Source: an optimization exercise on an open RTL-to-GDS flow (aim: small area and few clock cycles per item). Production flows keep margins and buffers that such runs may drop.
Only simulation tests tie the RTL to the original design; equivalence was not proved.
Power figures rest on the tool's default switching activity, not on a simulated workload.

==> job 4582 <==
==> flow/design.v <==
module boardRenderer (
    input  logic       clock,
    input  logic       reset,
    input  logic       trigger,
    input  logic [3:0] redX,
    input  logic [3:0] redY,
    input  logic [3:0] blueX,
    input  logic [3:0] blueY,
    output logic [9:0] x,
    output logic [8:0] y,
    output logic [2:0] colour,
    output logic       plotEnable,
    output logic       busy
);
    logic         clearing;      
    logic         pending;       
    logic         running;       
    logic [8:0]   tile;          
    logic [3:0]   dy;            
    logic [3:0]   dx;            
    logic [7:0]   redTile;
    logic [7:0]   blueTile;
    logic [1:0]   tileColour;    
    logic [513:0] ring;
    logic         plotting;
    logic         accept;
    logic         rowEnd;
    logic         tileEnd;
    logic         first;
    logic         wrap;
    logic         isRed;
    logic         isBlue;
    logic [1:0]   head;
    logic [1:0]   store;
    assign rowEnd  = dx[3] & dx[0];                               
    assign tileEnd = rowEnd & dy[3] & dy[0];                      
    assign first   = dx == 4'd0 && dy == 4'd0;
    assign wrap    = (tileEnd & tile[8])
                   | (!running & tile[1] & dy[2] & !dy[1] & dy[0] & dx[2] & dx[1] & dx[0]);
    assign plotting = running & !tile[8];
    assign busy     = clearing | pending | plotting;
    assign accept   = trigger & !busy;
    assign head   = ring[1:0];
    assign isRed  = tile[7:0] == redTile;
    assign isBlue = tile[7:0] == blueTile;
    always_comb begin
        store = head;
        if (clearing) begin
            store = 2'b00;
        end else if (running && first && (isRed || isBlue)) begin
            store = {isRed, isBlue};
        end
    end
    always_ff @(posedge clock) begin
        ring <= {store, ring[513:2]};
    end
    always_ff @(posedge clock) begin
        if (first) begin
            tileColour <= store;
        end
    end
    always_ff @(posedge clock) begin
        if (reset) begin
            clearing <= 1'b1;
            pending  <= 1'b0;
            running  <= 1'b0;
            tile     <= '0;
            dy       <= '0;
            dx       <= '0;
        end else begin
            if (wrap) begin
                clearing <= 1'b0;
                running  <= pending | accept;
                pending  <= 1'b0;
                tile     <= '0;
                dy       <= '0;
                dx       <= '0;
            end else begin
                if (accept) begin
                    pending <= 1'b1;
                end
                if (!rowEnd) begin
                    dx <= dx + 1'b1;
                end else begin
                    dx <= '0;
                    if (!tileEnd) begin
                        dy <= dy + 1'b1;
                    end else begin
                        dy   <= '0;
                        tile <= tile + 1'b1;
                    end
                end
            end
        end
    end
    always_ff @(posedge clock) begin
        if (accept) begin
            redTile  <= {redY, redX};
            blueTile <= {blueY, blueX};
        end
    end
    logic [1:0] shown;
    assign shown = first ? store : tileColour;
    assign x          = 10'(tile[3:0]) * 10'd10 + 10'(dx);
    assign y          = 9'(tile[7:4]) * 9'd10 + 9'(dy);
    assign colour     = {shown[1], shown[1] & shown[0], shown[0]};
    assign plotEnable = plotting;
endmodule
==> flow/run.sh <==
#!/bin/bash
# synth_recipe.tcl (not shown) runs the flow's synth.tcl, then flattens the netlist and writes it again
# the make line also repeats each setting of config.mk as NAME=value (left out here)
make -C /OpenROAD-flow-scripts/flow DESIGN_CONFIG=/design/flow/config.mk WORK_HOME=/design/flow/orfs CLKGATE_MAP_FILE= SYNTH_SCRIPT=/design/flow/synth_recipe.tcl finish
==> flow/config.mk <==
export PLATFORM = sky130hd
export DESIGN_NAME = boardRenderer
export DESIGN_NICKNAME = boardRenderer
export VERILOG_FILES = /design/flow/design.v
export SDC_FILE = /design/flow/constraint.sdc
export NUM_CORES = 4
export LEC_CHECK = 0
export CAP_MARGIN = 20
export CORE_MARGIN = 2
export CORE_UTILIZATION = 70
export CTS_BUF_LIST = sky130_fd_sc_hd__clkbuf_16
export CTS_CLUSTER_DIAMETER = 100
export CTS_CLUSTER_SIZE = 30
export SLEW_MARGIN = 20
==> flow/constraint.sdc <==
create_clock -name core_clock -period 6.0 [get_ports {clock}]
set_input_delay 1.2000 -clock core_clock [delete_from_list [all_inputs] [get_ports {clock}]]
set_output_delay 1.2000 -clock core_clock [all_outputs]
set_load 0.01 [all_outputs]
==> job 3180: changes against job 4582 <==
--- a/flow/design.v
+++ b/flow/design.v
@@ -36,7 +36,7 @@
     assign tileEnd = rowEnd & dy[3] & dy[0];                      
     assign first   = dx == 4'd0 && dy == 4'd0;
     assign wrap    = (tileEnd & tile[8])
-                   | (!running & tile[1] & dy[2] & !dy[1] & dy[0] & dx[2] & dx[1] & dx[0]);
+                   | (!running & tile[1] & dy[2] & !dy[1] & dy[0] & dx[2] & dx[1] & !dx[0]);
     assign plotting = running & !tile[8];
     assign busy     = clearing | pending | plotting;
     assign accept   = trigger & !busy;
@@ -101,8 +101,8 @@
     end
     logic [1:0] shown;
     assign shown = first ? store : tileColour;
-    assign x          = 10'(tile[3:0]) * 10'd10 + 10'(dx);
-    assign y          = 9'(tile[7:4]) * 9'd10 + 9'(dy);
+    assign x          = {7'(tile[3:0]) + {tile[3:0], 2'b00} + 7'(dx[3:1]), dx[0]};
+    assign y          = 9'({7'(tile[7:4]) + {1'b0, tile[7:4], 2'b00} + 7'(dy[3:1]), dy[0]});
     assign colour     = {shown[1], shown[1] & shown[0], shown[0]};
     assign plotEnable = plotting;
 endmodule
==> flow/flow/run.sh (new file) <==
#!/bin/bash
# The standard layout (standard.sh, standard synthesis included) with two changes:
# - the port buffers are sky130_fd_sc_hd__buf_1 cells (the smallest buffer);
# - clock tree synthesis uses clkbuf_4 only, sink clusters of up to 12 within
#   40 um, and no dummy loads.
# standard.sh's full output goes to standard.log; ORFS keeps each step's log
# under orfs/logs/.
set -euo pipefail
export BUFFER_PORTS_ARGS="-buffer_cell sky130_fd_sc_hd__buf_1"
export CTS_ARGS="-sink_clustering_enable -repair_clock_nets -sink_clustering_size 12 -sink_clustering_max_diameter 40 -buf_list sky130_fd_sc_hd__clkbuf_4 -dont_use_dummy_load"
bash standard.sh > standard.log 2>&1
==> flow/standard.sh (new file) <==
#!/bin/bash
# synth_recipe.tcl (not shown) runs the flow's synth.tcl, then flattens the netlist and writes it again
# the make line also repeats each setting of config.mk as NAME=value (left out here)
make -C /OpenROAD-flow-scripts/flow DESIGN_CONFIG=/design/flow/config.mk WORK_HOME=/design/flow/orfs CLKGATE_MAP_FILE= SYNTH_SCRIPT=/design/flow/synth_recipe.tcl "${@:-finish}"
--- a/flow/config.mk
+++ b/flow/config.mk
@@ -8,7 +8,4 @@
 export CAP_MARGIN = 20
 export CORE_MARGIN = 2
 export CORE_UTILIZATION = 70
-export CTS_BUF_LIST = sky130_fd_sc_hd__clkbuf_16
-export CTS_CLUSTER_DIAMETER = 100
-export CTS_CLUSTER_SIZE = 30
 export SLEW_MARGIN = 20
removed: flow/run.sh
==> qor summary <==
quantity	job 3180	job 4582
R2R Path Start	tile[1]$_SDFFE_PP0P_	dx[0]$_SDFF_PP0_
Area of the mapped netlist	0.0125 sq mm	0.0125 sq mm
Hold wc startpoint	ring[151]$_DFF_P_	ring[368]$_DFF_P_
PortBufs	39	41
Placement-stage cell area	0.0128 sq mm	0.0132 sq mm
Layout non-clock buf frac	0.0116	0.0304
Internal power component	4.10 mW	4.38 mW
Post-layout minimum cycle time	4.18 ns	4.62 ns
Antenna diode instance count	1	0
Growth of design area from synthesis to finish	6.10%	9.78%
Root Driver	sky130_fd_sc_hd__clkbuf_4	sky130_fd_sc_hd__clkbuf_16
Timing startpoint of the critical path	tile[4]$_SDFFE_PP0P_	tile[3]$_SDFFE_PP0P_
Post-synthesis cell type count	40	42
Run status	finished clean	finished clean
Testbench counts of job 4582, summed over its fixed seeds: cycles 6,579,184, passes 256.
Testbench counts of job 3180, summed over its fixed seeds: cycles 6,579,184, passes 256.

-- port drivers added, routing unchanged --
In the flow no input, the clock included, has a driving cell. The finished layouts below were timed again as built, in two steps. Step 1 sets driving cells, clkbuf_16 on the clock port and buf_2 on the other inputs (assumed; they add their load-dependent delay and slew). Step 2 moves the port delays by t, midway between the first and last clock arrival at a register: inputs arrive t later, outputs are due t later. That takes back most of the time a late clock gives input paths. a / b / c = ideal ports / drivers / drivers and shift; a / b = the first two.
| run | t, ns | setup slack, ns | hold slack, ns | worst setup path at the end | latest minus earliest clock arrival (ns) |
|---|---|---|---|---|---|
| job 4582 | 0.580 | 1.377 / 1.334 / 1.914 | 0.321 / 0.321 / 0.321 | register to output | 0.038 / 0.038 |
| job 3180 | 0.662 | 1.819 / 1.781 / 2.443 | 0.295 / 0.295 / 0.295 | register to output | 0.095 / 0.095 |
After both steps setup and hold are still met in every run listed.
